What follows belongs to an exercise in optimizing a design on an open flow for small area and a short achievable clock period; a production flow would make more cautious choices. Where RTL was checked, it was by simulation tests only, not by an equivalence proof against the original. The RTL of run 4 was laid out without a check of its function. Power and IR drop assume default switching activity.

$ cat design/flow/flow/run.sh
#!/bin/bash
export BUFFER_PORTS_ARGS="-buffer_cell sky130_fd_sc_hd__buf_1"
bash standard.sh > standard.log 2>&1
$ cat design/flow/standard.sh
#!/bin/bash
# synth_recipe.tcl (not shown) runs the flow's synth.tcl, then flattens the netlist and writes it again
# the make line also repeats each setting of config.mk as NAME=value (left out here)
make -C /OpenROAD-flow-scripts/flow DESIGN_CONFIG=/design/flow/config.mk WORK_HOME=/design/flow/orfs CLKGATE_MAP_FILE= SYNTH_SCRIPT=/design/flow/synth_recipe.tcl "${@:-finish}"
$ cat design/flow/constraint.sdc
create_clock -name core_clock -period 6.0 [get_ports {clk}]
set_input_delay 1.2000 -clock core_clock [delete_from_list [all_inputs] [get_ports {clk}]]
set_output_delay 1.2000 -clock core_clock [all_outputs]
set_load 0.01 [all_outputs]
$ cat design/flow/config.mk
export PLATFORM = sky130hd
export DESIGN_NAME = bumpy_core
export DESIGN_NICKNAME = bumpy_core
export VERILOG_FILES = /design/flow/design.v
export SDC_FILE = /design/flow/constraint.sdc
export NUM_CORES = 4
export LEC_CHECK = 0
export CAP_MARGIN = 20
export CORE_MARGIN = 2
export CORE_UTILIZATION = 45
export CTS_BUF_LIST = sky130_fd_sc_hd__clkbuf_8
export SETUP_SLACK_MARGIN = 2.65
export SLEW_MARGIN = 20
$ cat design/flow/design.v
`default_nettype none
package geom_pkg;
	localparam int FIXED_SHIFT = 6;
	localparam int TILE_PX = 64;
	localparam int BUMPY_PX = 16;
	localparam int GRID_COLS = 10;
	localparam int GRID_ROWS = 8;
	typedef logic signed [31:0] fixed_t;
	typedef logic signed [10:0] pixel_t;
	typedef logic [3:0] tile_idx_t;
	typedef struct packed {
		tile_idx_t col;
		tile_idx_t row;
	} tile_coord_t;
	typedef logic [1:0] tile_kind_t;
	localparam tile_kind_t TILE_FREE = 2'd0;
	localparam tile_kind_t TILE_STEP = 2'd1;
	localparam tile_kind_t TILE_TELEPORT = 2'd2;
	localparam tile_kind_t TILE_BORDER = 2'd3;
	typedef tile_kind_t [GRID_COLS*GRID_ROWS-1:0] tile_map_t;
	typedef logic [3:0] edge_code_t;
	localparam edge_code_t EDGE_NONE = 4'b0000;
	localparam edge_code_t EDGE_BOTTOM = 4'b0001;
	localparam edge_code_t EDGE_RIGHT = 4'b0010;
	localparam edge_code_t EDGE_TOP = 4'b0100;
	localparam edge_code_t EDGE_LEFT = 4'b1000;
endpackage
`default_nettype wire
`default_nettype none
package motion_pkg;
	typedef enum logic [2:0] {
		S_RESET,
		S_IDLE,
		S_LEFT,
		S_RIGHT,
		S_DOWN,
		S_UP,
		S_DIE
	} move_state_e;
	typedef struct packed {
		logic left;
		logic right;
		logic up;
		logic down;
	} keys_t;
	typedef struct packed {
		logic step;
		logic free;
		logic border;
		logic teleport;
		logic [3:0] hit_edge;
	} collision_t;
endpackage
`default_nettype wire
`timescale 1ns/100ps
`default_nettype none
module bumpy_core (
	input wire logic clk,
	input wire logic resetN,
	input wire logic start_of_frame,
	input wire motion_pkg::keys_t keys,
	input wire logic die,
	input wire logic restart,
	input wire geom_pkg::tile_map_t tile_map,
	input wire geom_pkg::tile_coord_t teleport_target,
	output geom_pkg::pixel_t offset_x,
	output geom_pkg::pixel_t offset_y,
	output motion_pkg::move_state_e state
);
	function automatic logic [31:0] pre_and(input logic [31:0] x);
		logic [31:0] p;
		p = x;
		for (int l = 0; l < 5; l++)
			for (int i = 0; i < 32; i++)
				if (((i >> l) & 1) != 0)
					p[i] = p[i] & p[((i >> l) << l) - 1];
		pre_and = {p[30:0], 1'b1};
	endfunction
	localparam logic [2:0] S_RESET = 3'd0;
	localparam logic [2:0] S_IDLE = 3'd1;
	localparam logic [2:0] S_LEFT = 3'd2;
	localparam logic [2:0] S_RIGHT = 3'd3;
	localparam logic [2:0] S_DOWN = 3'd4;
	localparam logic [2:0] S_UP = 3'd5;
	localparam logic [2:0] S_DIE = 3'd6;
	localparam logic [28:0] RST_PX = 29'd192;    
	localparam logic [30:0] RST_PY = 31'd8960;   
	localparam logic [30:0] LIM_Y = 31'd1376;
	logic [2:0] st;
	logic [1:0] nk;
	logic lbr, rbr;
	logic sxn, syn, syp, sx_nz;    
	logic sxp;
	assign sxp = sx_nz & ~sxn;
	logic [28:0] px;    
	logic [30:0] py;    
	logic [28:0] jx;    
	logic [30:0] jyl;   
	assign state = motion_pkg::move_state_e'(st);
	assign offset_x = px[13:3];
	assign offset_y = py[15:5];
	logic c_step, c_tele, c_free, c_bl, c_br;
	assign c_step = nk == 2'b10;
	assign c_tele = nk == 2'b01;
	assign c_free = nk == 2'b11;
	assign c_bl = (nk == 2'b00) & lbr;
	assign c_br = (nk == 2'b00) & ~lbr & rbr;
	logic [2:0] st_n;
	always_comb begin
		st_n = st;
		if (die)
			st_n = S_DIE;
		else if (st == S_RESET)
			st_n = S_IDLE;
		else if (st == S_DIE) begin
			if (restart)
				st_n = S_RESET;
		end
		else if (keys.up)
			st_n = c_free ? S_UP : S_IDLE;
		else if (keys.down)
			st_n = S_DOWN;
		else if (keys.left)
			st_n = S_LEFT;
		else if (keys.right)
			st_n = S_RIGHT;
		else
			st_n = S_IDLE;
	end
	logic dir_r;
	always_ff @(posedge clk or negedge resetN) begin
		if (!resetN) begin
			st <= S_RESET;
			dir_r <= 1'b0;
		end
		else if (start_of_frame) begin
			st <= st_n;
			dir_r <= st_n[0];
		end
	end
	logic [159:0] tm;
	assign tm = tile_map;
	logic signed [19:0] cx, cy;
	logic [5:0] mx, my;
	assign cx = px[28:9];
	assign mx = px[8:3];
	assign cy = py[30:11];
	assign my = py[10:5];
	logic inc_f, dec_l, inc_r, inc_rf, inc_rs;
	assign inc_f = (mx >= 6'd56);
	assign dec_l = (mx == 6'd0);
	assign inc_r = (mx >= 6'd48);
	assign inc_rf = (my >= 6'd48);
	assign inc_rs = (my >= 6'd56);
	logic [3:0] cf4, cl4, cr4;
	logic [2:0] rf3, rs3;
	assign cf4 = cx[3:0] + {3'd0, inc_f};
	assign cl4 = cx[3:0] - {3'd0, dec_l};
	assign cr4 = cx[3:0] + {3'd0, inc_r};
	assign rf3 = cy[2:0] + {2'd0, inc_rf};
	assign rs3 = cy[2:0] + {2'd0, inc_rs};
	logic cx_in, cx_m1, cx_10, cy_in, cy_m1;
	logic in_cf, in_cl, in_cr, in_rf, in_rs;
	assign cx_in = (cx[19:4] == 16'd0) && (cx[3:0] <= 4'd9);
	assign cx_m1 = (cx == -20'sd1);
	assign cx_10 = (cx == 20'sd10);
	assign cy_in = (cy[19:3] == 17'd0);
	assign cy_m1 = (cy == -20'sd1);
	assign in_cf = (cx_in && !(cx[3:0] == 4'd9 && inc_f)) || (cx_m1 && inc_f);
	assign in_cl = (cx_in && !(cx[3:0] == 4'd0 && dec_l)) || (cx_10 && dec_l);
	assign in_cr = (cx_in && !(cx[3:0] == 4'd9 && inc_r)) || (cx_m1 && inc_r);
	assign in_rf = (cy_in && !(cy[2:0] == 3'd7 && inc_rf)) || (cy_m1 && inc_rf);
	assign in_rs = (cy_in && !(cy[2:0] == 3'd7 && inc_rs)) || (cy_m1 && inc_rs);
	function automatic logic m8(input logic [7:0] d, input logic [2:0] s);
		m8 = s[2] ? (s[1] ? (s[0] ? d[7] : d[6]) : (s[0] ? d[5] : d[4]))
		          : (s[1] ? (s[0] ? d[3] : d[2]) : (s[0] ? d[1] : d[0]));
	endfunction
	function automatic logic m10(input logic [9:0] d, input logic [3:0] s);
		m10 = s[3] ? (s[0] ? d[9] : d[8]) :
		      s[2] ? (s[1] ? (s[0] ? d[7] : d[6]) : (s[0] ? d[5] : d[4]))
		           : (s[1] ? (s[0] ? d[3] : d[2]) : (s[0] ? d[1] : d[0]));
	endfunction
	logic [19:0] rowf;
	logic [9:0] bs, f0, f1;
	always_comb begin
		for (int i = 0; i < 20; i++) begin
			logic [7:0] d;
			for (int r = 0; r < 8; r++) d[r] = tm[r * 20 + i];
			rowf[i] = m8(d, rf3);
		end
		for (int c = 0; c < 10; c++) begin
			logic [7:0] d;
			for (int r = 0; r < 8; r++) d[r] = tm[r * 20 + 2 * c] & tm[r * 20 + 2 * c + 1];
			bs[c] = m8(d, rs3);
			f0[c] = rowf[2 * c];
			f1[c] = rowf[2 * c + 1];
		end
	end
	logic [1:0] kfs;
	logic lbs, rbs;
	assign kfs = {m10(f1, cf4), m10(f0, cf4)};
	assign lbs = m10(bs, cl4);
	assign rbs = m10(bs, cr4);
	logic [1:0] kf;
	logic lb, rb;
	assign kf = kfs | {2{~(in_cf & in_rf)}};
	assign lb = lbs | ~(in_cl & in_rs);
	assign rb = rbs | ~(in_cr & in_rs);
	always_ff @(posedge clk or negedge resetN) begin
		if (!resetN) begin
			nk <= 2'b00;
			lbr <= 1'b0;
			rbr <= 1'b0;
		end
		else begin
			nk <= ~kf;
			lbr <= lb;
			rbr <= rb;
		end
	end
	logic lt_y;
	assign lt_y = signed'(py) < signed'(jyl);
	logic signed [10:0] qx;
	always_comb begin
		case ({dir_r, sx_nz})
			2'b00: qx = 11'sd513;
			2'b01: qx = 11'sd498;
			2'b10: qx = -11'sd512;
			default: qx = -11'sd497;
		endcase
	end
	logic [30:0] ax, bx, cx3, sx3, kx3, zx;
	assign ax = {px[28], px[28], px};
	assign bx = ~{jx[28], jx[28], jx};
	assign cx3 = {{20{qx[10]}}, qx};
	assign sx3 = ax ^ bx ^ cx3;
	assign kx3 = {(ax[29:0] & bx[29:0]) | (ax[29:0] & cx3[29:0]) | (bx[29:0] & cx3[29:0]), 1'b0};
	assign zx = sx3 + kx3;
	logic [28:0] ux;
	logic wrap_l, wrap_r, lt_l, gt_r;
	assign ux = {~jx[28], jx[27:0]};
	assign wrap_l = (ux[28:10] == 19'd0) && (sx_nz ? (ux[9:0] < 10'd497) : (ux[9:0] < 10'd512));
	assign wrap_r = (ux[28:10] == 19'h7ffff) && (sx_nz ? (~ux[9:0] < 10'd497) : (~ux[9:0] < 10'd512));
	assign lt_l = wrap_l ? ~(~zx[30] & zx[29]) : zx[30];
	assign gt_r = wrap_r ? ~(zx[30] & ~zx[29]) : ~zx[30];
	always_ff @(posedge clk or negedge resetN) begin
		if (!resetN) begin
			syn <= 1'b0;
			syp <= 1'b0;
		end
		else begin
			case (st)
				S_IDLE, S_LEFT, S_RIGHT: begin
					if (c_step && !syn) begin
						syn <= 1'b1;
						syp <= 1'b0;
					end
					else if (lt_y && !syp) begin
						syn <= 1'b0;
						syp <= 1'b1;
					end
				end
				S_DOWN: begin
					syn <= 1'b0;
					syp <= 1'b1;
				end
				S_UP: begin
					syn <= 1'b1;
					syp <= 1'b0;
				end
				default: begin
					syn <= 1'b0;
					syp <= 1'b0;
				end
			endcase
		end
	end
	logic sxn_n, sxp_n;
	assign sxn_n = (st == S_LEFT) && !(lt_l && !sxp);
	assign sxp_n = (st == S_RIGHT) && !(gt_r && !sxn);
	always_ff @(posedge clk or negedge resetN) begin
		if (!resetN) begin
			sxn <= 1'b0;
			sx_nz <= 1'b0;
		end
		else begin
			sxn <= sxn_n;
			sx_nz <= sxn_n | sxp_n;
		end
	end
	logic jump;
	assign jump = c_step || (st == S_UP && c_free);
	logic [3:0] jlp, jlm;
	logic [28:0] jpush;
	assign jlp = {1'b0, px[8:6]} + 4'd5;
	assign jlm = {1'b0, px[8:6]} - 4'd5;
	logic [31:0] jp1, jp0;
	assign jp1 = pre_and({12'hfff, px[28:9]});
	assign jp0 = pre_and({12'hfff, ~px[28:9]});
	always_comb begin
		jpush[5:0] = px[5:0];
		jpush[8:6] = c_br ? jlp[2:0] : (c_bl ? jlm[2:0] : px[8:6]);
		for (int i = 9; i < 29; i++)
			jpush[i] = px[i] ^ ((c_br & jlp[3] & jp1[i - 9]) | (c_bl & jlm[3] & jp0[i - 9]));
	end
	always_ff @(posedge clk or negedge resetN) begin
		if (!resetN)
			jx <= '0;
		else if (jump || c_bl || c_br)
			jx <= jpush;
	end
	logic [6:0] jyb;
	logic [30:0] jyn;
	assign jyb = {1'b0, py[10:5]} - 7'd43;
	logic [31:0] jy0;
	assign jy0 = pre_and({12'hfff, ~py[30:11]});
	always_comb begin
		jyn[4:0] = py[4:0];
		jyn[10:5] = jyb[5:0];
		for (int i = 11; i < 31; i++)
			jyn[i] = py[i] ^ (jyb[6] & jy0[i - 11]);
	end
	always_ff @(posedge clk or negedge resetN) begin
		if (!resetN)
			jyl <= -LIM_Y;
		else if (jump)
			jyl <= jyn;
	end
	logic [28:0] tx;
	logic [31:0] tl1, tl0, tu;
	assign tl1 = pre_and({28'hfffffff, px[3:0]});
	assign tl0 = pre_and({28'hfffffff, ~px[3:0]});
	assign tu = pre_and({7'h7f, px[28:4] ^ {25{sxn}}});
	always_comb begin
		for (int i = 0; i < 4; i++)
			tx[i] = ~sxn ? tl0[i] : tl1[i];
		for (int i = 4; i < 29; i++)
			tx[i] = (sxn ? ~tl1[4] : ~tl0[4]) & tu[i - 4];
	end
	logic [30:0] ty;
	logic [7:0] lyp, lym;
	assign lyp = {1'b0, py[6:0]} + 8'd75;
	assign lym = {1'b0, py[6:0]} - 8'd75;
	logic [31:0] tyu;
	assign tyu = pre_and({8'hff, py[30:7] ^ {24{syn}}});
	always_comb begin
		ty[6:0] = (syp ? lyp[6:0] : lym[6:0]) ^ py[6:0];
		for (int i = 7; i < 31; i++)
			ty[i] = (syn ? lym[7] : lyp[7]) & tyu[i - 7];
	end
	always_ff @(posedge clk or negedge resetN) begin
		if (!resetN) begin
			px <= RST_PX;
			py <= RST_PY;
		end
		else if (c_tele) begin
			px <= {16'd0, teleport_target.col, 9'd192};
			py <= {16'd0, teleport_target.row, 11'd768};
		end
		else if (start_of_frame) begin
			px <= px ^ ({29{sx_nz}} & tx);
			py <= py ^ ({31{syn | syp}} & ty);
		end
	end
endmodule
`default_nettype wire
==> results of run 1 <==
-- sequential cells by signal, indices dropped and copies added (netlist names) --
signal	flops
py	31
sxn	1
sx_nz	1
jx	29
nk	2
st	3
syn	1
px	29
lbr	1
rbr	1
jyl	31
syp	1
-- layout make-up --
class | count | area, µm² | share of cell area
Multi-Input combinational cell | 1167 | 8708 | 0.6105
Clock buffer | 17 | 234.0 | 0.01640
Sequential cell | 131 | 3323 | 0.2330
Clock inverter | 15 | 180.2 | 0.01263
Tap cell | 378 | 473.0 | 0.03316
Timing Repair Buffer | 227 | 1044 | 0.07316
Antenna cell | 2 | 5.005 | 0.0003509
Inverter | 79 | 296.5 | 0.02079
-- cells in the final DEF (no fill, tap or decap), types with 27 or more instances in the layout --
master and instances:
a21oi_1 85, buf_1 200, dfrtp_1 95, dfstp_2 28
ha_1 103, inv_1 79, mux4_2 66, nand2_1 164
nand3_1 64, nand4_1 27, nor2_1 114, o21ai_0 164
xnor2_1 88, xor2_1 53
-- worst max-delay path: stages, from the launching register on --
cell	delay (ps)
dfstp_2	550
and3_2	250
ha_4	140
ha_2	210
xor2_4	170
buf_12	170
mux4_2	550
mux4_2	470
mux2i_1	150
a21oi_1	70
or4_1	390
-- where the power goes --
part           switching, mW  total (mW)  internal, mW
sequential             0.482        1.68          1.20
combinational           2.55        4.82          2.27
clock                  0.409       0.823         0.413
total                   3.45        7.32          3.88
-- layer usage --
layer / wire length [µm] / up-vias
met4: 1133 / 0
met5: 0 / -
met1: 17070 / 5491
li1: - / 5562
met2: 19590 / 384
met3: 2070 / 56
-- final timing paths --
| path | startpoint | to | slack [ps] | cells after the start |
|---|---|---|---|---|
| setup / recovery | py[8] | lbr | 2750 | 10 |
| hold / removal | jyl[19] | jyl[19] | 480 | 2 |
| setup reg to reg | py[8] | lbr | 2750 | 10 |
| hold reg to reg | jyl[19] | jyl[19] | 480 | 2 |
| max in group asynchronous | resetN | py[10] | 4140 | 2 |
| min in group asynchronous | resetN | jx[20] | 730 | 1 |
-- per-stage QoR --
stage	hold WS [ps]	cell area, µm²	setup WS [ps]
2_1_floorplan	449.8	12760	2612
3_3_place_gp	464.6	13540	2088
3_5_place_dp	469.6	13540	2049
4_1_cts	482.9	14110	2617
5_1_grt	509.6	14260	2509
6_report	479.5	14260	2753
-- cells by family (layout without fill, tap and decap cells) --
group	Yosys count	in the layout	synth area share
mux	81	81	0.1295
flops	131	131	0.2604
compound gates	338	338	0.1518
other cells	0	2	0
fa+ha+maj	109	109	0.1078
buf+inv	189	338	0.06568
xor+xnor	143	143	0.09961
simple gates	496	496	0.1853
-- repair_timing --
action	CTS	global route
setup endpoints to repair	12	17
resized for setup	17	14
hold endpoints to repair	0	0
pin swaps	2	1
setup buffers	9	3
gates cloned	0	2
==> results by group, run 1 <==
Global routing
  – Met2 usage: 0.4737
  – Largest net degree at the start of global routing: 81
  – Gr usage total: 0.2744
  – M1 GR Usage: 0.3527
  – Initial antenna violation count: 2
  – Vias in the first global route: 11267
  – Congestion Overflow GR: 0
  – Global Route met3 Usage: 0.03731
  – Most crowded layer after global routing: met2
  – First-pass GRT wire length: 62470 µm

Synthesis
  – Ys async rst share: 1.000
  – EDFF count, synth: 0
  – Netlist cell types: 75
  – Post-synthesis sequential area ratio: 0.2604
  – Mean post-synth cell area: 8.557 µm²
  – Yosys reg bits: 131
  – Synthesized netlist cell count: 1487
  – Top cells by count, synth: nand2_1, o21ai_0, nor2_1
  – Mapped Nets: 1773
  – Yosys Warn Count: 1
  – Cell taking the most area after synthesis: dfrtp_1
  – Most used DFF post-synth: dfrtp_1
  – Synthesized area: 12720 µm²
  – Synth top area share: 0.2026
  – Leading post-synthesis cells by cell area: dfrtp_1, mux4_2, ha_1

Drt
  – Vias: 11493
  – Routed Antenna Nets: 0
  – Wire per inst: 19.77 µm
  – Initial drt markers: 668
  – First drt pass iteration count: 5
  – Vias per cell: 5.701
  – Residual DRC: 0
  – Drt total wl: 39870 µm

Worst setup path
  – Critical path data required time: 6350 ps
  – CP Data Arrival Time: 3590 ps
  – CP endpoint kind: register
  – Setup Crit Path Kind: register to register
  – Startpoint types: register
  – Max FO, Critical Path: 9

CTS
  – Register clock-pin slew on the reported worst setup and hold paths: 90 ps
  – CTS Hold Bufs: 0
  – CTS tree: done
  – H-tree depth: 4
  – CTS Root Cell: clkbuf_8
  – Clk buf depth: 2
  – Worst skew pair latency: 480 ps
  – Clk sinks: 131
  – Num CTS Buffers: 17

STA
  – Final Setup Violations: 0
  – Post-route clock period utilization: 0.5411
  – RSZ-0062 raised after global routing: yes
  – Worst slew margin: 0.3112
  – Least-Margin Pin Slew: 1033 ps
  – Final Hold Violating Endpoints: 0
  – Setup_tns: 0 ps
  – Fin. max-slew vios: 0
  – Clk_skew: 19.25 ps
  – Final Critical Period: 3247 ps
  – Fmax: 308.0 MHz

Layout
  – Post-Layout Cell Count: 2016
  – Final core utilization: 0.5134
  – Share of layout cells above drive strength 1: 0.1247
  – Filler cells: 2758
  – Final #Nets: 1909
  – Area delta synth->final: 12.09%

Power
  – Pwr Total: 7.322 mW
  – LEAKAGE: 5.555 nW
  – PD cells: 513.4 nW/µm²
  – Max IR drop VDD: 229.0 µV

Placement
  – Placer Congestion: 0.9751
  – Placed Cells incl. Taps: 1967
  – Number of port buffers: 201
  – DP HPWL: 30590 µm

Status
  – Status: complete, no violations

Hold path
  – Worst hold path class: register to register

Floorplanning
  – Die H: 172.2 µm
  – Row Count: 61
  – Die Span X: 172.2 µm
  – Initial core utilization: 0.4580
  – I/O pin count: 202
  – Core area: 27780 µm²
  – Die area: 29640 µm²

Flow run
  – Max Cap Violations: 0
==> inputs of run 2 (changes only) <==
--- a/design/flow/config.mk
+++ b/design/flow/config.mk
@@ -9,5 +9,6 @@
 export CORE_MARGIN = 2
 export CORE_UTILIZATION = 45
 export CTS_BUF_LIST = sky130_fd_sc_hd__clkbuf_8
-export SETUP_SLACK_MARGIN = 2.65
+export GPL_ROUTABILITY_DRIVEN = 0
+export SETUP_SLACK_MARGIN = 2.7
 export SLEW_MARGIN = 20
==> run 2 against run 1 <==
Effect of this change: still clean; worst setup slack improved by 0.67 ps; final cell count is 0.25% higher; clock skew grew 4.0 ps; flip-flop and latch count stayed put; power shrank 1.5%; core utilization barely moved; routed wire length is 4.5% lower; count of clock-buffer cells in the layout unchanged.
==> results by group, run 2 <==
Status
  – Status: complete, no violations

CTS
  – Clk buf depth: 2
  – CTS Root Cell: clkbuf_8
  – Num CTS Buffers: 17
  – CTS Hold Bufs: 0
  – Worst skew pair latency: 460 ps
  – Clk sinks: 131
  – H-tree depth: 4
  – Register clock-pin slew on the reported worst setup and hold paths: 80 ps
  – CTS tree: done

Power
  – LEAKAGE: 5.551 nW
  – Seq pwr share: 0.231
  – Switching power: 3.397 mW
  – PD cells: 506.0 nW/µm²
  – Max IR drop VDD: 361.5 µV
  – Internal: 3.814 mW
  – Gate power share: 0.664
  – Sw Ratio: 0.4711
  – Pwr Total: 7.211 mW
  – Clock share of power: 0.105

Layout
  – Filler cells: 2736
  – Final #Nets: 1915
  – Share of layout cells above drive strength 1: 0.1255
  – Area delta synth->final: 12.00%
  – Most frequent cells in the layout: buf_1, nand2_1, o21ai_0, nor2_1, ha_1
  – Commonest non-fill, non-tap cell in the layout: buf_1
  – Top flop regs: jyl: 31 flops, py: 31 flops
  – Final core utilization: 0.5130

STA
  – Final Setup Violations: 0
  – Post-route clock period utilization: 0.5410
  – Worst slew margin: 0.3128
  – Final Hold Violating Endpoints: 0
  – Fin. max-slew vios: 0
  – Setup_tns: 0 ps
  – Fmax: 308.1 MHz
  – Least-Margin Pin Slew: 1028 ps
  – Final Critical Period: 3246 ps
  – RSZ-0062 raised after global routing: yes
  – Clk_skew: 23.25 ps

Synthesis
  – Synth top area share: 0.2026
  – Post-synthesis sequential area ratio: 0.2604
  – Top cells by count, synth: nand2_1, o21ai_0, nor2_1
  – Ys async rst share: 1.000
  – Netlist cell types: 75
  – Yosys reg bits: 131
  – Most used DFF post-synth: dfrtp_1
  – Synthesized netlist cell count: 1487
  – Mean post-synth cell area: 8.557 µm²
  – Cell taking the most area after synthesis: dfrtp_1
  – Leading post-synthesis cells by cell area: dfrtp_1, mux4_2, ha_1
  – Synthesized area: 12720 µm²
  – Mapped Nets: 1773
  – EDFF count, synth: 0
  – Yosys Warn Count: 1

Drt
  – First drt pass iteration count: 5
  – Initial drt markers: 778
  – Residual DRC: 0
  – Vias: 11628
  – Drt total wl: 38060 µm
  – Wire per inst: 18.83 µm
  – Routed Antenna Nets: 0
  – Vias per cell: 5.754

Floorplanning
  – Core area: 27780 µm²
  – Initial core utilization: 0.4580
  – Die area: 29640 µm²
  – Row Count: 61
  – I/O pin count: 202
  – Die H: 172.2 µm
  – Die Span X: 172.2 µm

Global routing
  – Vias in the first global route: 11043
  – First-pass GRT wire length: 59750 µm
  – Initial antenna violation count: 1
  – Gr usage total: 0.2608
  – Congestion Overflow GR: 0
  – Largest net degree at the start of global routing: 51

Worst setup path
  – R2r endpoint: sx_nz
  – R2R setup slack: 2750 ps
  – Max FO, Critical Path: 9
  – Critical path data required time: 6330 ps
  – Startpoint types: register
  – CP Data Arrival Time: 3570 ps
  – Reg-to-reg critical path startpoint: st[0]
  – Setup Crit Path Kind: register to register
  – R2R cell count: 13
  – CP endpoint kind: register

Placement
  – DP HPWL: 28840 µm
  – Number of port buffers: 201

Hold path
  – Hold depth: 2
  – Min-Delay Startpoint: jyl[25]
  – Worst hold path class: register to register
  – Hold endpoint: jyl[25]

Flow run
  – Max Cap Violations: 0
[run 2: cell counts after synthesis]
Identical to the previous run, type by type.
[run 2: cell families (layout without fill, tap and decap cells)]
group                    count (synthesis)  count (layout)  share of synthesized area
XOR/XNOR                               143             143                    0.09961
buffers and inverters                  189             344                    0.06568
other                                    0               1                          0
flip-flops                             131             131                     0.2604
adder cells (fa/ha/maj)                109             109                     0.1078
multiplexers                            81              81                     0.1295
AO/OA/AOI/OAI                          338             338                     0.1518
AND/OR/NAND/NOR                        496             496                     0.1853
[run 2: routing by layer]
| layer | routed length (µm) | vias to the layer above | track usage |
|---|---|---|---|
| li1 | - | 5564 | - |
| met1 | 15800 | 5484 | 0.3297 |
| met2 | 18050 | 476 | 0.4365 |
| met3 | 2249 | 104 | 0.03731 |
| met4 | 1974 | 0 | 0.1312 |
| met5 | 0 | - | 0 |
[run 2: cell type report]
type	count	area, µm²	area share
well taps	378	473.0	0.03319
clock buffers	17	234.0	0.01642
repair buffers	233	1064	0.07463
inverters	79	296.5	0.02081
clock inverters	15	146.4	0.01027
diodes	1	2.502	0.0001756
multi-input cells	1167	8713	0.6114
flip-flops and latches	131	3322	0.2331
[run 2: critical path: stages (launching register included)]
cell,delay [ps]
dfrtp_2,480
inv_2,150
ha_4,210
inv_1,120
fa_1,410
ha_1,320
a21o_1,190
a221oi_1,290
o211ai_1,120
a21oi_1,150
o21ai_1,150
o31ai_1,270
nor3b_1,90
nand3b_1,160
[run 2: timing repair]
item	in CTS	in global routing
buffers inserted	7	13
cloned	0	1
setup endpoints to repair	9	19
pin swaps	2	2
resized for setup	17	6
[run 2: worst max-delay path by stage]
stage,startpoint,to,slack (ps)
2_1_floorplan,py[9],nk[1],2690
3_3_place_gp,py[9],nk[1],2200
3_5_place_dp,py[9],nk[1],2120
4_1_cts,sx_nz,sx_nz,2700
5_1_grt,sx_nz,sx_nz,2530
6_report,st[0],sx_nz,2750
[run 2: power groups by stage]
stage	combinational [mW]	sequential [mW]	clock, mW
2_1_floorplan	3.71	1.44	0
3_3_place_gp	4.40	1.68	0
3_5_place_dp	4.47	1.69	0
4_1_cts	4.66	1.66	0.784
5_1_grt	5.31	1.72	0.818
6_report	4.79	1.67	0.758
[run 2: per-stage QoR]
stage	area, µm²	cells	worst slack [ps]	hold slack, ps
detailed placement	13560	1967	2122	471.2
finish	14250	2021	2754	480.0
floorplan	12800	1487	2692	449.8
global route	14250	2020	2532	503.3
global placement	13560	1967	2203	463.7
CTS	14090	2006	2704	484.1
==> inputs of run 3 (changes only) <==
--- a/design/flow/config.mk
+++ b/design/flow/config.mk
@@ -7,8 +7,7 @@
 export LEC_CHECK = 0
 export CAP_MARGIN = 20
 export CORE_MARGIN = 2
-export CORE_UTILIZATION = 45
+export CORE_UTILIZATION = 40
 export CTS_BUF_LIST = sky130_fd_sc_hd__clkbuf_8
-export GPL_ROUTABILITY_DRIVEN = 0
-export SETUP_SLACK_MARGIN = 2.7
+export SETUP_SLACK_MARGIN = 2.85
 export SLEW_MARGIN = 20
==> run 3 against run 2 <==
Effect of this change: still clean on timing, DRC and antenna; die area increased by 12%; clock skew decreased by 4.8 ps; hold slack got worse by 3.5 ps; routed wire length increased by 7.1%; final cell count increased by 2.8%; synthesized area unchanged; fmax increased by 2.6%; critical path type unchanged.
==> results by group, run 3 <==
Worst setup path
  – Buf/Inv on CP: 1
  – Setup Crit Path Kind: register to register
  – Max FO, Critical Path: 9
  – Critical path data required time: 6350 ps
  – Startpoint types: register
  – CP endpoint kind: register
  – Crit-path max cell delay: 550 ps
  – Slowest stage cell, crit path: dfstp_2
  – Critical-path cell list: and3_4, ha_4, ha_4, xor2_4, buf_12, mux4_2, mux4_2, mux2i_1, a21oi_1, or4_1
  – CP top delay family: multiplexers
  – CP Data Arrival Time: 3510 ps

Drt
  – First drt pass iteration count: 5
  – Initial drt markers: 714
  – Wire per inst: 19.63 µm
  – Vias: 11819
  – Drt total wl: 40780 µm
  – Residual DRC: 0
  – Vias per cell: 5.690
  – Routed Antenna Nets: 0

STA
  – Final Hold Violating Endpoints: 0
  – Final Critical Period: 3163 ps
  – Post-route clock period utilization: 0.5271
  – Setup_tns: 0 ps
  – Worst slew margin: 0.2694
  – Final Setup Violations: 0
  – Fmax: 316.2 MHz
  – RSZ-0062 raised after global routing: yes
  – Clk_skew: 18.43 ps
  – Fin. max-slew vios: 0
  – Least-Margin Pin Slew: 1096 ps

Layout
  – Final #Nets: 1946
  – Sequential cell area: 3329 µm²
  – Commonest non-fill, non-tap cell in the layout: buf_1
  – Most frequent cells in the layout: buf_1, nand2_1, o21ai_0, nor2_1, ha_1
  – Final Cell Area: 14790 µm²
  – Share of layout cells above drive strength 1: 0.1572
  – Area delta synth->final: 16.19%
  – Top flop regs: jyl: 31 flops, py: 31 flops
  – Filler cells: 3061
  – Multi-input gate area: 8859 µm²
  – Final core utilization: 0.4698

Synthesis
  – Synth top area share: 0.2026
  – Most used DFF post-synth: dfrtp_1
  – Post-synthesis sequential area ratio: 0.2604
  – Yosys Warn Count: 1
  – Cell taking the most area after synthesis: dfrtp_1
  – Yosys reg bits: 131
  – EDFF count, synth: 0
  – Leading post-synthesis cells by cell area: dfrtp_1, mux4_2, ha_1
  – Synthesized area: 12720 µm²
  – Top cells by count, synth: nand2_1, o21ai_0, nor2_1
  – Synthesized netlist cell count: 1487
  – Mapped Nets: 1773
  – Mean post-synth cell area: 8.557 µm²
  – Netlist cell types: 75
  – Ys async rst share: 1.000

CTS
  – Clk buf depth: 2
  – H-tree depth: 4
  – CTS tree: done
  – CTS Hold Bufs: 0
  – Register clock-pin slew on the reported worst setup and hold paths: 90 ps
  – Clk sinks: 131
  – Num CTS Buffers: 17
  – Worst skew pair latency: 470 ps
  – CTS Root Cell: clkbuf_8

Placement
  – DP HPWL: 30340 µm
  – Number of port buffers: 201
  – Placer Congestion: 1.001
  – Placement-stage cell area: 13600 µm²

Floorplanning
  – I/O pin count: 202
  – Die Span X: 182.4 µm
  – Row Count: 65
  – Core area: 31470 µm²
  – Initial core utilization: 0.4043
  – Die area: 33260 µm²
  – Die H: 182.4 µm

Power
  – Switching power: 3.554 mW
  – Clock share of power: 0.112
  – LEAKAGE: 5.792 nW
  – Seq pwr share: 0.213
  – Gate power share: 0.674
  – PD cells: 519.5 nW/µm²
  – Sw Ratio: 0.4627
  – Max IR drop VDD: 248.5 µV
  – Internal: 4.127 mW

Global routing
  – Congestion Overflow GR: 0
  – Vias in the first global route: 11296
  – Initial antenna violation count: 2
  – Gr usage total: 0.2423
  – First-pass GRT wire length: 62550 µm
  – Largest net degree at the start of global routing: 55

Hold path
  – Worst hold path class: register to register

Flow run
  – Max Cap Violations: 0

Status
  – Status: complete, no violations
==> run 3: cell counts after synthesis <==
Identical to the previous run, type by type.
==> run 3: routing by layer <==
metal / up-vias / track usage / wire length [µm]
li1: 5638 / - / -
met1: 5631 / 0.2963 / 16620
met2: 465 / 0.4177 / 20010
met3: 85 / 0.03991 / 2328
met4: 0 / 0.1135 / 1823
met5: - / 0 / 0
==> run 3: layout make-up <==
| cell class | count | share of cell area |
|---|---|---|
| multi-input cells | 1168 | 0.5991 |
| inverters | 79 | 0.02048 |
| clock inverters | 13 | 0.01236 |
| clock buffers | 19 | 0.01769 |
| flip-flops and latches | 131 | 0.2252 |
| well taps | 402 | 0.03402 |
| repair buffers | 263 | 0.09080 |
| diodes | 2 | 0.0003385 |
==> run 3: power by group through the flow <==
stage | clock network [mW] | registers (mW) | logic [mW]
after global placement | 0 | 1.67 | 4.45
after detailed placement | 0 | 1.68 | 4.52
after floorplan | 0 | 1.44 | 3.72
after CTS | 0.881 | 1.65 | 4.87
after global routing | 0.923 | 1.69 | 5.69
final | 0.864 | 1.64 | 5.18
==> run 3: worst paths after layout <==
kind / start / to / slack [ps] / depth (start not counted)
max: py[8] / lbr / 2840 / 10
min: jyl[25] / jyl[25] / 480 / 2
max reg2reg: py[8] / lbr / 2840 / 10
min reg2reg: jyl[25] / jyl[25] / 480 / 2
max in group asynchronous: resetN / px[8] / 4030 / 2
min in group asynchronous: resetN / jx[5] / 740 / 1
==> run 3: kinds of logic after synthesis <==
group / after synthesis / synth area share
compound gates: 338 / 0.1518
xor+xnor: 143 / 0.09961
fa+ha+maj: 109 / 0.1078
buf+inv: 189 / 0.06568
flops: 131 / 0.2604
mux: 81 / 0.1295
simple gates: 496 / 0.1853
==> run 3: stage by stage <==
| stage | hold WS, ps | setup slack [ps] | power (mW) | instances |
|---|---|---|---|---|
| floorplan | 449.8 | 2702 | 5.162 | 1487 |
| global route | 504.2 | 2720 | 8.303 | 2077 |
| detailed placement | 468.9 | 2119 | 6.202 | 1992 |
| global placement | 463.6 | 2155 | 6.125 | 1992 |
| CTS | 481.0 | 2820 | 7.393 | 2043 |
| finish | 476.5 | 2837 | 7.681 | 2077 |
==> run 3: timing repair <==
| item | in CTS | in global routing |
|---|---|---|
| pin swaps | 4 | 21 |
| cloned | 1 | 2 |
| buffers inserted | 18 | 30 |
| resized for setup | 32 | 39 |
| setup endpoints to repair | 24 | 20 |
==> run 3: worst reg2reg max path, stage by stage (launching register included) <==
cell	delay, ps
dfstp_2	550
and3_4	220
ha_4	140
ha_4	140
xor2_4	160
buf_12	170
mux4_2	560
mux4_2	510
mux2i_1	140
a21oi_1	80
or4_1	390
==> inputs of run 4 (changes only) <==
--- a/design/flow/design.v
+++ b/design/flow/design.v
@@ -135,7 +135,7 @@
 		end
 		else if (start_of_frame) begin
 			st <= st_n;
-			dir_r <= st_n[0];
+			dir_r <= (st_n == S_RIGHT);
 		end
 	end
 	logic [159:0] tm;
--- a/design/flow/config.mk
+++ b/design/flow/config.mk
@@ -9,5 +9,5 @@
 export CORE_MARGIN = 2
 export CORE_UTILIZATION = 40
 export CTS_BUF_LIST = sky130_fd_sc_hd__clkbuf_8
-export SETUP_SLACK_MARGIN = 2.85
+export SETUP_SLACK_MARGIN = 2.7
 export SLEW_MARGIN = 20
==> run 4 against run 3 <==
Effect of this change: synthesized cell count up 3.5%; final area down 2.8%; hold slack worse by 11 ps; critical endpoint is now nk[0]; largest power group unchanged; via count down 0.50%; core utilization down 1.5 points; clock power down 7.3%; die area up 1.0%; worst setup slack worse by 22 ps; still clean on timing, DRC and antenna; critical path depth down 1.
==> results by group, run 4 <==
CTS
  – CTS tree: done
  – Register clock-pin slew on the reported worst setup and hold paths: 80 ps
  – CTS Root Cell: clkbuf_8
  – H-tree depth: 4
  – Worst skew pair latency: 450 ps
  – Num CTS Buffers: 17
  – Clk sinks: 132
  – CTS Hold Bufs: 0
  – Clk buf depth: 2

Synthesis
  – Ys async rst share: 1.000
  – Synthesized area: 12860 µm²
  – Netlist cell types: 67
  – Cell taking the most area after synthesis: dfrtp_1
  – Synth top area share: 0.2024
  – Synthesized netlist cell count: 1539
  – EDFF count, synth: 0
  – Most used DFF post-synth: dfrtp_1
  – Post-synthesis sequential area ratio: 0.2597
  – Yosys Warn Count: 1
  – Top cells by count, synth: o21ai_0, nand2_1, nor2_1
  – Mean post-synth cell area: 8.354 µm²
  – Yosys reg bits: 132
  – Mapped Nets: 1825
  – Leading post-synthesis cells by cell area: dfrtp_1, mux4_2, ha_1
  – Count leader, synth: o21ai_0

Floorplanning
  – Die Span X: 183.3 µm
  – Initial core utilization: 0.4064
  – Core area: 31640 µm²
  – I/O pin count: 202
  – Row Count: 65
  – Die H: 183.3 µm
  – Die area: 33590 µm²

Worst setup path
  – Startpoint types: register
  – Max FO, Critical Path: 18
  – Critical path data required time: 6390 ps
  – CP Data Arrival Time: 3580 ps
  – Setup Crit Path Kind: register to register
  – CP endpoint kind: register

Layout
  – Area delta synth->final: 11.81%
  – Final #Nets: 1955
  – Post-Layout Cell Count: 2084
  – Top flop regs: jyl: 31 flops, py: 31 flops
  – Share of layout cells above drive strength 1: 0.1118
  – Total inserted antenna cells: 0
  – Most frequent cells in the layout: buf_1, o21ai_0, nand2_1, nor2_1
  – Final core utilization: 0.4544
  – Commonest non-fill, non-tap cell in the layout: buf_1

Global routing
  – Congestion Overflow GR: 0
  – Vias in the first global route: 11593
  – Gr usage total: 0.2384
  – Largest net degree at the start of global routing: 81
  – First-pass GRT wire length: 63160 µm
  – Initial antenna violation count: 0

STA
  – Fmax: 314.0 MHz
  – Worst slew margin: 0.4585
  – Final Setup Violations: 0
  – Setup_tns: 0 ps
  – Final Hold Violating Endpoints: 0
  – Least-Margin Pin Slew: 808.7 ps
  – Worst hold slack: 465.6 ps
  – Fin. max-slew vios: 0
  – Final Critical Period: 3185 ps
  – RSZ-0062 raised after global routing: yes
  – Post-route clock period utilization: 0.5308
  – Clk_skew: 12.82 ps

Power
  – PD cells: 335.6 nW/µm²
  – Max IR drop VDD: 301.7 µV
  – Pwr Total: 4.824 mW
  – LEAKAGE: 5.680 nW

Status
  – Status: complete, no violations

Drt
  – Vias: 11760
  – Routed Antenna Nets: 0
  – Vias per cell: 5.643
  – Wire per inst: 18.77 µm
  – First drt pass iteration count: 5
  – Drt total wl: 39120 µm
  – Residual DRC: 0
  – Initial drt markers: 771

Placement
  – DP HPWL: 30440 µm
  – Number of port buffers: 201
  – Placed Cells incl. Taps: 2037
  – Placer Congestion: 0.9755

Flow run
  – Max Cap Violations: 0

Hold path
  – Worst hold path class: register to register
run 4: repair_timing:
action / 4_1_cts / 5_1_grt
pin swaps: 1 / 2
gates resized for setup: 9 / 11
cloned: 0 / 1
setup endpoints to repair: 7 / 9
endpoints found under the hold margin: 0 / 0
setup buffers: 6 / 8
run 4: per-layer routing:
layer	track usage	wire (µm)	vias to the layer above
met5	0	0	-
met4	0.08992	1429	0
met1	0.3203	17310	5552
met3	0.04110	2246	53
li1	-	-	5734
met2	0.3852	18130	421
run 4: logic make-up (layout without fill, tap and decap cells):
family / count (synthesis) / count (layout) / synth area share
multiplexers: 84 / 84 / 0.1276
XOR/XNOR: 128 / 128 / 0.08925
adder cells (fa/ha/maj): 110 / 110 / 0.1074
AO/OA/AOI/OAI: 360 / 360 / 0.1569
flip-flops: 132 / 132 / 0.2597
AND/OR/NAND/NOR: 524 / 525 / 0.1943
buffers and inverters: 201 / 343 / 0.06491
run 4: metrics by stage:
step                      cell area [µm²]  worst slack (ps)
final                               14380              2815
after global routing                14380              2643
after CTS                           14270              2709
after detailed placement            13710              1974
after global placement              13700              2072
after floorplan                     12860              2712
run 4: where the power goes:
group	leakage [nW]	switching [mW]	internal (mW)	total (mW)
Clock	0.204	0.381	0.419	0.801
Sequential	1.62	0.276	1.02	1.29
Combinational	3.86	1.34	1.38	2.73
Total	5.68	2.00	2.82	4.82
run 4: worst paths after layout:
path | cells past startpoint | slack (ps) | start | endpoint
setup reg to reg | 9 | 2820 | py[9] | nk[0]
hold reg to reg | 2 | 470 | jyl[29] | jyl[29]
max in group asynchronous | 2 | 4190 | resetN | sx_nz
min in group asynchronous | 1 | 730 | resetN | py[11]
setup / recovery | 9 | 2820 | py[9] | nk[0]
hold / removal | 2 | 470 | jyl[29] | jyl[29]
run 4: critical path, stage by stage (launching register included):
cell and delay, ps:
dfstp_2 640, and2_2 290, ha_4 170, ha_4 300, buf_6 240, mux4_2 330
mux4_2 470, mux4_2 460, nand2_1 70, and3_1 150
run 4: cell type report:
| cell class | instances | area, µm² |
|---|---|---|
| clock buffers | 18 | 247.7 |
| clock inverters | 14 | 163.9 |
| fillers | 3167 | 17260 |
| inverters | 84 | 315.3 |
| multi-input cells | 1207 | 8775 |
| flip-flops and latches | 132 | 3339 |
| well taps | 402 | 503.0 |
| repair buffers | 227 | 1031 |
==> inputs of run 5 (changes only) <==
--- a/design/flow/design.v
+++ b/design/flow/design.v
@@ -135,7 +135,7 @@
 		end
 		else if (start_of_frame) begin
 			st <= st_n;
-			dir_r <= (st_n == S_RIGHT);
+			dir_r <= st_n[0];
 		end
 	end
 	logic [159:0] tm;
==> run 5 against run 4 <==
Effect of this change: global-route usage hardly changed; flip-flop and latch count is 1 lower; worst setup slack improved by 17 ps; via count is 2.4% lower; critical path depth rose by 4; count of clock-buffer cells in the layout shrank 1; routed wire length fell by 0.28%; core utilization increased by 0.12 points; fmax rose by 0.53%; final area shrank 0.26%; power increased by 51%; critical endpoint is now sx_nz.
==> results by group, run 5 <==
Synthesis
  – Top cells by count, synth: nand2_1, o21ai_0, nor2_1
  – Post-synthesis sequential area ratio: 0.2604
  – Yosys Warn Count: 1
  – Yosys reg bits: 131
  – Ys async rst share: 1.000
  – Synth top area share: 0.2026
  – EDFF count, synth: 0
  – Leading post-synthesis cells by cell area: dfrtp_1, mux4_2, ha_1
  – Synthesized netlist cell count: 1487
  – Cell taking the most area after synthesis: dfrtp_1
  – Synthesized area: 12720 µm²
  – Mapped Nets: 1773
  – Most used DFF post-synth: dfrtp_1
  – Mean post-synth cell area: 8.557 µm²
  – Netlist cell types: 75

Layout
  – Area delta synth->final: 12.67%
  – Final Cell Area: 14340 µm²
  – Commonest non-fill, non-tap cell in the layout: buf_1
  – Share of layout cells above drive strength 1: 0.1237
  – Most frequent cells in the layout: buf_1, nand2_1, o21ai_0, nor2_1, ha_1
  – Top flop regs: jyl: 31 flops, py: 31 flops
  – Final #Nets: 1914

Global routing
  – Congestion Overflow GR: 0
  – Gr usage total: 0.2380
  – First-pass GRT wire length: 62290 µm
  – Initial antenna violation count: 4
  – Vias in the first global route: 11237
  – Largest net degree at the start of global routing: 57

Drt
  – Vias: 11477
  – First drt pass iteration count: 8
  – Wire per inst: 19.07 µm
  – Initial drt markers: 740
  – Residual DRC: 0
  – Routed Antenna Nets: 0
  – Vias per cell: 5.609
  – Drt total wl: 39010 µm

Worst setup path
  – CP endpoint kind: register
  – Max FO, Critical Path: 10
  – R2R setup slack: 2830 ps
  – Startpoint types: register
  – CP Data Arrival Time: 3520 ps
  – Critical path data required time: 6350 ps
  – Setup Crit Path Kind: register to register

CTS
  – H-tree depth: 4
  – Clk buf depth: 2
  – CTS Root Cell: clkbuf_8
  – Clk sinks: 131
  – Worst skew pair latency: 470 ps
  – Num CTS Buffers: 17
  – CTS tree: done
  – Register clock-pin slew on the reported worst setup and hold paths: 80 ps

STA
  – Final Critical Period: 3168 ps
  – Least-Margin Pin Slew: 1075 ps
  – Clk_skew: 15.72 ps
  – Worst hold slack: 479.7 ps
  – Post-route clock period utilization: 0.5280
  – Fmax: 315.6 MHz
  – Final Hold Violating Endpoints: 0
  – Fin. max-slew vios: 0
  – Worst slew margin: 0.2830
  – RSZ-0062 raised after global routing: yes
  – Final Setup Violations: 0
  – Setup_tns: 0 ps

Floorplanning
  – Core area: 31470 µm²
  – Initial core utilization: 0.4043
  – Die area: 33260 µm²
  – I/O pin count: 202
  – Die Span X: 182.4 µm
  – Die H: 182.4 µm
  – Row Count: 65

Flow run
  – Max Cap Violations: 0

Power
  – Max IR drop VDD: 301.6 µV
  – Pwr Total: 7.287 mW
  – PD cells: 508.2 nW/µm²
  – LEAKAGE: 5.601 nW

Placement
  – DP HPWL: 29890 µm
  – Placer Congestion: 0.9615
  – Number of port buffers: 201
  – Placement-stage cell area: 13600 µm²

Hold path
  – Worst hold path class: register to register

Status
  – Status: complete, no violations
[run 5: logic make-up after synthesis]
| logic type | share of synthesized area |
|---|---|
| xor gates and xnor gates | 0.09961 |
| and+or+nand+nor | 0.1853 |
| adders and majority gates | 0.1078 |
| AOI/OAI and AO/OA | 0.1518 |
| buffers and inverters | 0.06568 |
| DFF | 0.2604 |
| muxes | 0.1295 |
[run 5: where the power goes]
part / leakage (nW) / switching [mW] / internal (mW)
logic: 3.75 / 2.55 / 2.26
clock network: 0.220 / 0.388 / 0.449
registers: 1.63 / 0.446 / 1.19
total: 5.60 / 3.38 / 3.90
[run 5: final timing paths]
| path | from | end | cells past startpoint |
|---|---|---|---|
| worst min-delay path | jyl[23] | jyl[23] | 2 |
| worst max-delay path | st[0] | sx_nz | 13 |
| worst min register to register | jyl[23] | jyl[23] | 2 |
| max in group asynchronous | resetN | py[10] | 2 |
| worst max register to register | st[0] | sx_nz | 13 |
| min in group asynchronous | resetN | jyl[6] | 1 |
[run 5: timing repair]
item                                   CTS  global route
pin swaps                                3             4
setup endpoints to repair               13            19
gates resized for setup                 12            11
endpoints found under the hold margin    0             0
buffers inserted                         8            10
hold buffers                             0             0
cloned                                   0             1
[run 5: final cells by class]
class                           count  area (µm²)
Tap cell                          402       503.0
Antenna cell                        3       7.507
Clock buffer                       17       234.0
Fill cell                        3111       17140
Timing Repair Buffer              232        1077
Inverter                           79       296.5
Clock inverter                     15       191.4
Multi-Input combinational cell   1167        8708
Sequential cell                   131        3319
[run 5: metrics by stage]
step           utilization  setup slack, ps  std cells
4_1_cts             0.4507             2681       2032
5_1_grt             0.4555             2603       2046
3_5_place_dp        0.4322             2194       1992
3_3_place_gp        0.4319             2228       1992
2_1_floorplan            -             2692       1487
6_report            0.4555             2832       2046
[run 5: critical path: stages (launching register included)]
cell      delay, ps
dfrtp_2         480
inv_2           130
ha_4            210
inv_1           120
fa_1            390
ha_1            320
a21o_1          190
a221oi_1        290
o211ai_1        120
a21oi_1         190
o21ai_2         130
nor3_1          250
nor3b_2          80
nand3b_1        150
[run 5: metal layers]
metal	vias up	GRT usage	share of wire
met5	-	0	0.00033
met4	2	0.08710	0.029
met3	52	0.03313	0.056
met2	400	0.4063	0.49
met1	5450	0.3080	0.43
li1	5573	-	-
==> inputs of run 6 (changes only) <==
--- a/design/flow/config.mk
+++ b/design/flow/config.mk
@@ -9,5 +9,7 @@
 export CORE_MARGIN = 2
 export CORE_UTILIZATION = 40
 export CTS_BUF_LIST = sky130_fd_sc_hd__clkbuf_8
+export CTS_CLUSTER_DIAMETER = 120
+export CTS_CLUSTER_SIZE = 40
 export SETUP_SLACK_MARGIN = 2.7
 export SLEW_MARGIN = 20
==> run 6 against run 5 <==
Effect of this change: via count unchanged; non-clock buffer count unchanged; die area unchanged; largest cell class unchanged.
==> results by group, run 6 <==
Status
  – Status: complete, no violations

Floorplanning
  – Die H: 182.4 µm
  – Die area: 33260 µm²
  – Row Count: 65
  – Initial core utilization: 0.4043
  – Die Span X: 182.4 µm
  – Core area: 31470 µm²
  – I/O pin count: 202

Placement
  – Placed Cells incl. Taps: 1992
  – Number of port buffers: 201
  – DP HPWL: 29890 µm
  – Placer Congestion: 0.9615
  – Placement-stage cell area: 13600 µm²

Global routing
  – First-pass GRT wire length: 62290 µm
  – Largest net degree at the start of global routing: 57
  – Vias in the first global route: 11237
  – Congestion Overflow GR: 0
  – Gr usage total: 0.2380
  – Initial antenna violation count: 4

Synthesis
  – Yosys reg bits: 131
  – Cell taking the most area after synthesis: dfrtp_1
  – Most used DFF post-synth: dfrtp_1
  – EDFF count, synth: 0
  – Synthesized area: 12720 µm²
  – Post-synthesis sequential area ratio: 0.2604
  – Ys async rst share: 1.000
  – Synth top area share: 0.2026
  – Yosys Warn Count: 1
  – Leading post-synthesis cells by cell area: dfrtp_1, mux4_2, ha_1
  – Mapped Nets: 1773
  – Netlist cell types: 75
  – Top cells by count, synth: nand2_1, o21ai_0, nor2_1
  – Mean post-synth cell area: 8.557 µm²
  – Synthesized netlist cell count: 1487

Worst setup path
  – CP Data Arrival Time: 3520 ps
  – CP endpoint kind: register
  – Critical-path cell list: inv_2, ha_4, inv_1, fa_1, ha_1, a21o_1, a221oi_1, o211ai_1, a21oi_1, o21ai_2, nor3_1, nor3b_2, nand3b_1
  – Slowest stage cell, crit path: dfrtp_2
  – Max FO, Critical Path: 10
  – Crit-path max cell delay: 480 ps
  – Setup Crit Path Kind: register to register
  – Startpoint types: register
  – Critical path data required time: 6350 ps

Layout
  – Final Cell Area: 14340 µm²
  – Post-Layout Cell Count: 2046
  – Filler cells: 3111
  – Area delta synth->final: 12.67%
  – Final #Nets: 1914
  – Commonest non-fill, non-tap cell in the layout: buf_1
  – Most frequent cells in the layout: buf_1, nand2_1, o21ai_0, nor2_1, ha_1
  – Top flop regs: jyl: 31 flops, py: 31 flops
  – Share of layout cells above drive strength 1: 0.1237

Hold path
  – Worst hold path class: register to register

CTS
  – CTS Hold Bufs: 0
  – CTS tree: done
  – H-tree depth: 4
  – Num CTS Buffers: 17
  – CTS Root Cell: clkbuf_8
  – Register clock-pin slew on the reported worst setup and hold paths: 80 ps
  – Clk sinks: 131
  – Worst skew pair latency: 470 ps
  – Clk buf depth: 2

Power
  – Clock share of power: 0.115
  – Gate power share: 0.660
  – Sw Ratio: 0.4645
  – Internal: 3.902 mW
  – Seq pwr share: 0.225
  – PD cells: 508.2 nW/µm²
  – Pwr Total: 7.287 mW
  – LEAKAGE: 5.601 nW
  – Max IR drop VDD: 301.6 µV
  – Switching power: 3.385 mW

STA
  – Setup_tns: 0 ps
  – Fmax: 315.6 MHz
  – Fin. max-slew vios: 0
  – Worst hold slack: 479.7 ps
  – Final Setup Violations: 0
  – RSZ-0062 raised after global routing: yes
  – Final Hold Violating Endpoints: 0
  – Post-route clock period utilization: 0.5280
  – Clk_skew: 15.72 ps
  – Least-Margin Pin Slew: 1075 ps
  – Final Critical Period: 3168 ps
  – Worst slew margin: 0.2830

Drt
  – Residual DRC: 0
  – Vias: 11477
  – Vias per cell: 5.609
  – Initial drt markers: 740
  – Drt total wl: 39010 µm
  – First drt pass iteration count: 8
  – Routed Antenna Nets: 0
  – Wire per inst: 19.07 µm

Flow run
  – Max Cap Violations: 0
[run 6: cell counts in the layout (fill, tap and decap cells not counted)]
No cell type changed its count.
[run 6: logic make-up after synthesis]
| kind of cell | after synthesis | synth area share |
|---|---|---|
| DFF | 131 | 0.2604 |
| adders and majority gates | 109 | 0.1078 |
| buffers and inverters | 189 | 0.06568 |
| muxes | 81 | 0.1295 |
| and+or+nand+nor | 496 | 0.1853 |
| xor gates and xnor gates | 143 | 0.09961 |
| AOI/OAI and AO/OA | 338 | 0.1518 |
[run 6: per-stage QoR]
step                utilization  setup WS, ps
floorplan                     -          2692
global placement         0.4319          2228
detailed placement       0.4322          2194
CTS                      0.4507          2681
global route             0.4555          2603
finish                   0.4555          2832
[run 6: what timing repair did]
action                     4_1_cts  5_1_grt
setup endpoints to repair       13       19
setup buffers                    8       10
gates resized for setup         12       11
pin swaps                        3        4
cloned                           0        1
[run 6: area by class of cell]
class,count,area [µm²],share of cell area
diodes,3,7.507,0.0005236
clock buffers,17,234.0,0.01632
clock inverters,15,191.4,0.01335
inverters,79,296.5,0.02068
multi-input cells,1167,8708,0.6074
flip-flops and latches,131,3319,0.2315
well taps,402,503.0,0.03508
repair buffers,232,1077,0.07514
[run 6: routing by layer]
metal  global-route usage  part of all wire  wire length [µm]
met5                    0           0.00033                13
met1               0.3080              0.43             16660
met4              0.08710             0.029              1117
met2               0.4063              0.49             19030
met3              0.03313             0.056              2191
[run 6: worst max-delay path: cells and delay by family (launching register included)]
family | cells | cell delay (ps)
and+or+nand+nor | 3 | 480
adders and majority gates | 3 | 920
buffers and inverters | 2 | 250
AOI/OAI and AO/OA | 5 | 920
DFF | 1 | 480
[run 6: power by group through the flow]
stage                     clock network, mW  registers [mW]  logic [mW]
after CTS                             0.856            1.64        4.72
after detailed placement                  0            1.67        4.51
after global routing                  0.891            1.70        5.33
after global placement                    0            1.66        4.44
final                                 0.838            1.64        4.81
after floorplan                           0            1.44        3.71
[run 6: path summary, 6_finish.rpt]
check	start	end	slack, ps	depth (start not counted)
worst max-delay path	st[0]	sx_nz	2830	13
worst min-delay path	jyl[23]	jyl[23]	480	2
worst max register to register	st[0]	sx_nz	2830	13
worst min register to register	jyl[23]	jyl[23]	480	2
max in group asynchronous	resetN	py[10]	3890	2
min in group asynchronous	resetN	jyl[6]	830	1

-- what the ideal ports hide --
Ports are ideal in the flow. The routed layouts listed here were re-timed in OpenROAD.
Step 1: set_driving_cell puts a clkbuf_16 on clk and a buf_2 on each other input, an assumption about the parent block.
Step 2 also shifts input and output timing later by t, the mid clock arrival at the registers, as if the neighbouring blocks saw the same clock.
a / b / c = ideal / step 1 / step 2; a / b = the first two.
run | t (ns) | setup slack, ns | worst setup path at the end | worst data-port slew with drivers (ns)
run 1 | 0.515 | 2.753 / 2.753 / 2.411 | input to register | 0.10
run 2 | 0.496 | 2.754 / 2.754 / 2.361 | input to register | 0.09
run 3 | 0.504 | 2.837 / 2.837 / 2.629 | input to register | 0.11
run 4 | 0.495 | 2.815 / 2.815 / 2.520 | input to register | 0.08
run 5 | 0.505 | 2.832 / 2.832 / 2.431 | input to register | 0.11
run 6 | 0.505 | 2.832 / 2.832 / 2.431 | input to register | 0.11
After both steps setup and hold are still met in every run listed.
